From an optimization exercise on the open Yosys and OpenROAD flow, aimed at small area, a short achievable clock period and few clock cycles; shortcuts taken in it are not production practice.
At most, simulation tests tie the RTL to the original design; equivalence was not proved.
No activity file was given, so power comes from the tool's default toggle rates.

==> flow/design.v <==
package cpu16_pkg;
	typedef logic [16-1:0]        word_t;     
	typedef logic [$clog2(16)-1:0]  reg_idx_t;  
	typedef logic [3:0]                      flags_t;    
	typedef enum logic [1:0] {
		PH_FETCH   = 2'd0,  
		PH_DECODE  = 2'd1,  
		PH_EXECUTE = 2'd2,  
		PH_COMMIT  = 2'd3   
	} phase_t;
	typedef struct packed {
		logic [1:0] group;      
		logic [2:0] alu_op;     
		logic       const_arg;  
		reg_idx_t   ra;         
		reg_idx_t   rb;         
		logic [3:0] imm;        
		logic       ld;         
		logic       st;         
		logic       ldi;        
		logic [1:0] incdec;     
		logic       jump;       
		logic       rel;        
		logic       halt;       
	} ctrl_t;
	typedef struct packed {
		logic  write;  
		word_t addr;
		word_t wdata;
	} mem_req_t;
endpackage
`timescale 1ns/100ps
module cpu16_top (
	input  logic        CLK,
	input  logic        rst_n,
	input  logic        imem_ack,
	input  logic [15:0] imem_data,
	input  logic        dmem_ack,
	input  logic [15:0] dmem_rdata,
	output logic        imem_req,
	output logic [15:0] imem_addr,
	output logic        dmem_req,
	output logic [32:0] dmem_cmd,
	output logic        halted
);
	logic        ph;        
	logic [15:0] ir;        
	logic [15:0] a;         
	logic [15:0] b;         
	logic [15:0] fa;        
	logic [3:0]  flags;     
	logic        dm_pend;   
	logic        halted_r;
	logic [15:0] regs [16];
	logic [1:0] grp;
	logic       is_halt, is_ldi, is_mem, is_ld, is_jmp, is_alu, incdec;
	assign grp     = ir[15:14];
	assign is_halt = (grp == 2'b00) && (ir[13:11] == 3'b001);
	assign is_ldi  = (grp == 2'b01) && (ir[9:8] == 2'b01);
	assign is_mem  = (grp == 2'b01) && (ir[9:8] != 2'b01);
	assign is_ld   = is_mem && !ir[10];
	assign is_jmp  = (grp == 2'b10);
	assign is_alu  = (grp == 2'b11);
	assign incdec  = ir[13] ^ ir[12];
	logic dm_wait, f_acc, x_go;
	assign dm_wait = dm_pend && !dmem_ack;
	assign f_acc   = !ph && imem_ack && !dm_wait;
	assign x_go    = ph && !dm_pend;
	logic [15:0] rda, rdb;
	assign rda = regs[imem_data[7:4]];
	assign rdb = regs[imem_data[3:0]];
	logic [15:0] incval;
	assign incval = ir[13] ? b - 16'd1 : b + 16'd1;
	logic [15:0] a_val, b_val, alu_res;
	logic [16:0] alu_wide, shr_wide;
	logic [2:0]  alu_op;
	assign a_val    = a;
	assign b_val    = ir[8] ? {12'd0, ir[3:0]} : b;
	assign alu_op   = ir[13] ? 3'd0 : ir[12:10];
	assign shr_wide = {a_val, 1'b0} >> b_val[3:0];
	always_comb begin
		alu_wide = {1'b0, b_val};
		case (alu_op)
			3'd0: alu_wide = {1'b0, b_val};
			3'd1: alu_wide = {1'b0, a_val} + {1'b0, b_val};
			3'd2: alu_wide = {1'b0, a_val} - {1'b0, b_val};
			3'd3: alu_wide = {1'b0, a_val & b_val};
			3'd4:  alu_wide = {1'b0, a_val | b_val};
			3'd5: alu_wide = {1'b0, a_val ^ b_val};
			3'd6: alu_wide = {1'b0, a_val} << b_val[3:0];
			3'd7: alu_wide = {shr_wide[0], shr_wide[16:1]};
		endcase
	end
	assign alu_res = alu_wide[15:0];
	logic [15:0] pcn, npc;
	logic        fsel, taken;
	assign pcn = fa + 16'd1;
	always_comb begin
		case (ir[9:8])
			2'b00:   fsel = flags[3];
			2'b01:   fsel = flags[2];
			2'b10:   fsel = flags[1];
			default: fsel = flags[0];
		endcase
	end
	assign taken = is_jmp && (ir[13] ? (ir[12] ? fsel : !fsel) : 1'b1);
	assign npc   = taken ? (ir[10] ? pcn + b : b) : pcn;
	logic        xw, lw, we;
	logic [3:0]  waddr;
	logic [15:0] wdata, lw_data;
	logic [3:0]  lw_addr;
	assign xw      = x_go && (is_alu || is_ldi || (is_ld && incdec));
	assign lw      = dm_pend && dmem_ack &&
		(is_ld ? !(incdec && (ir[7:4] == ir[3:0])) : incdec);
	assign lw_addr = is_ld ? ir[7:4] : ir[3:0];
	assign lw_data = is_ld ? dmem_rdata : incval;
	assign we      = xw || lw;
	assign waddr   = lw ? lw_addr : (is_ld ? ir[3:0] : ir[7:4]);
	assign wdata   = lw ? lw_data : (is_alu ? alu_res : (is_ldi ? {12'd0, ir[3:0]} : incval));
	always_ff @(posedge CLK) begin
		if (!rst_n) begin
			for (int i = 0; i < 16; i++)
				regs[i] <= '0;
		end else if (we) begin
			regs[waddr] <= wdata;
		end
	end
	always_ff @(posedge CLK) begin
		if (!rst_n) begin
			ph       <= 1'b0;
			fa       <= 16'h0000;
			flags    <= '0;
			dm_pend  <= 1'b0;
			halted_r <= 1'b0;
		end else begin
			if (f_acc)
				ph <= 1'b1;
			if (x_go) begin
				ph <= 1'b0;
				fa <= npc;
				if (is_alu)
					flags <= {alu_wide[16], alu_res == 16'd0, ~^alu_res, alu_res[15]};
				if (is_halt)
					halted_r <= 1'b1;
			end
			if (x_go && is_mem)
				dm_pend <= 1'b1;
			else if (dmem_ack)
				dm_pend <= 1'b0;
		end
	end
	always_ff @(posedge CLK) begin
		if (f_acc) begin
			ir <= imem_data;
			a  <= (lw && lw_addr == imem_data[7:4]) ? lw_data : rda;
			b  <= (lw && lw_addr == imem_data[3:0]) ? lw_data : rdb;
		end
	end
	assign halted    = halted_r || (x_go && is_halt);
	assign imem_req  = !halted_r && (ph ? (x_go && !is_halt) : (!imem_ack || dm_wait));
	assign imem_addr = ph ? npc : fa;
	assign dmem_req  = (x_go && is_mem) || dm_wait;
	assign dmem_cmd  = {ir[10], b, a};
endmodule
==> flow/config.mk <==
export PLATFORM = sky130hd
export DESIGN_NAME = cpu16_top
export DESIGN_NICKNAME = cpu16_top
export VERILOG_FILES = /design/flow/design.v
export SDC_FILE = /design/flow/constraint.sdc
export NUM_CORES = 4
export LEC_CHECK = 0
export CAP_MARGIN = 20
export CORE_MARGIN = 2
export CORE_UTILIZATION = 40
export SLEW_MARGIN = 20
==> flow/constraint.sdc <==
create_clock -name core_clock -period 6.5 [get_ports {CLK}]
set_input_delay 1.3000 -clock core_clock [delete_from_list [all_inputs] [get_ports {CLK}]]
set_output_delay 1.3000 -clock core_clock [all_outputs]
set_load 0.01 [all_outputs]
run.sh (not shown) runs the stock make flow with config.mk's settings and CLKGATE_MAP_FILE= SYNTH_SCRIPT=/design/flow/synth_recipe.tcl, a recipe that flattens the netlist after the stock synthesis.
The first run passed the timing, design-rule and antenna checks.
Then changed:
--- a/flow/design.v
+++ b/flow/design.v
@@ -46,5 +46,4 @@
 	logic        ph;        
 	logic [15:0] ir;        
-	logic [15:0] a;         
 	logic [15:0] b;         
 	logic [15:0] fa;        
@@ -67,7 +66,8 @@
 	assign f_acc   = !ph && imem_ack && !dm_wait;
 	assign x_go    = ph && !dm_pend;
-	logic [15:0] rda, rdb;
-	assign rda = regs[imem_data[7:4]];
-	assign rdb = regs[imem_data[3:0]];
+	logic [3:0]  rsel;
+	logic [15:0] rd;
+	assign rsel = (!ph && !dm_wait) ? imem_data[3:0] : ir[7:4];
+	assign rd   = regs[rsel];
 	logic [15:0] incval;
 	assign incval = ir[13] ? b - 16'd1 : b + 16'd1;
@@ -75,5 +75,5 @@
 	logic [16:0] alu_wide, shr_wide;
 	logic [2:0]  alu_op;
-	assign a_val    = a;
+	assign a_val    = rd;
 	assign b_val    = ir[8] ? {12'd0, ir[3:0]} : b;
 	assign alu_op   = ir[13] ? 3'd0 : ir[12:10];
@@ -153,6 +153,5 @@
 		if (f_acc) begin
 			ir <= imem_data;
-			a  <= (lw && lw_addr == imem_data[7:4]) ? lw_data : rda;
-			b  <= (lw && lw_addr == imem_data[3:0]) ? lw_data : rdb;
+			b  <= (lw && lw_addr == imem_data[3:0]) ? lw_data : rd;
 		end
 	end
@@ -161,4 +160,4 @@
 	assign imem_addr = ph ? npc : fa;
 	assign dmem_req  = (x_go && is_mem) || dm_wait;
-	assign dmem_cmd  = {ir[10], b, a};
+	assign dmem_cmd  = {ir[10], b, rd};
 endmodule
What happened: Die area is lower by a few percent; first-iteration DRC count goes up by about a fifth; hold slack improves by 14 ps; total power came out higher by a quarter to a third; final area rises by a few percent.
Testbench counts after the change, summed over its fixed seeds: cycles 41,796.
The RTL of the first run of this note was laid out without a check of its function.

## port drivers added, routing unchanged
In the flow no input, the clock included, has a driving cell. The finished layouts below were timed again as built, in two steps. Step 1 (the two cells are an assumption about what drives the block):
set clk [get_ports {CLK}]
set_driving_cell -lib_cell sky130_fd_sc_hd__clkbuf_16 $clk
set_driving_cell -lib_cell sky130_fd_sc_hd__buf_2 [delete_from_list [all_inputs] $clk]
Step 2 adds t to the input delays and takes it off the output delays; t is the mean of the earliest and latest rising clock arrival at the registers after step 1. Input paths then give back, and output paths get back, about the clock's delay inside the block. Slacks: ideal / step 1 / step 2; pairs: ideal / step 1.
run	t, ns	setup slack, ns	worst setup path at the end	slew at the worst register clock pin (ns)	worst data-port slew with drivers (ns)
the first run	0.623	0.489 / 0.434 / 0.752	register to register	0.07 / 0.07	0.06
the second run	0.631	0.250 / 0.225 / -0.321	input to register	0.06 / 0.06	0.07
With both steps, setup timing fails in the second run, where it was met with ideal ports. For the second run, which loses most, drivers alone change the setup slack by -0.025 ns; drivers and shift together by -0.571 ns.
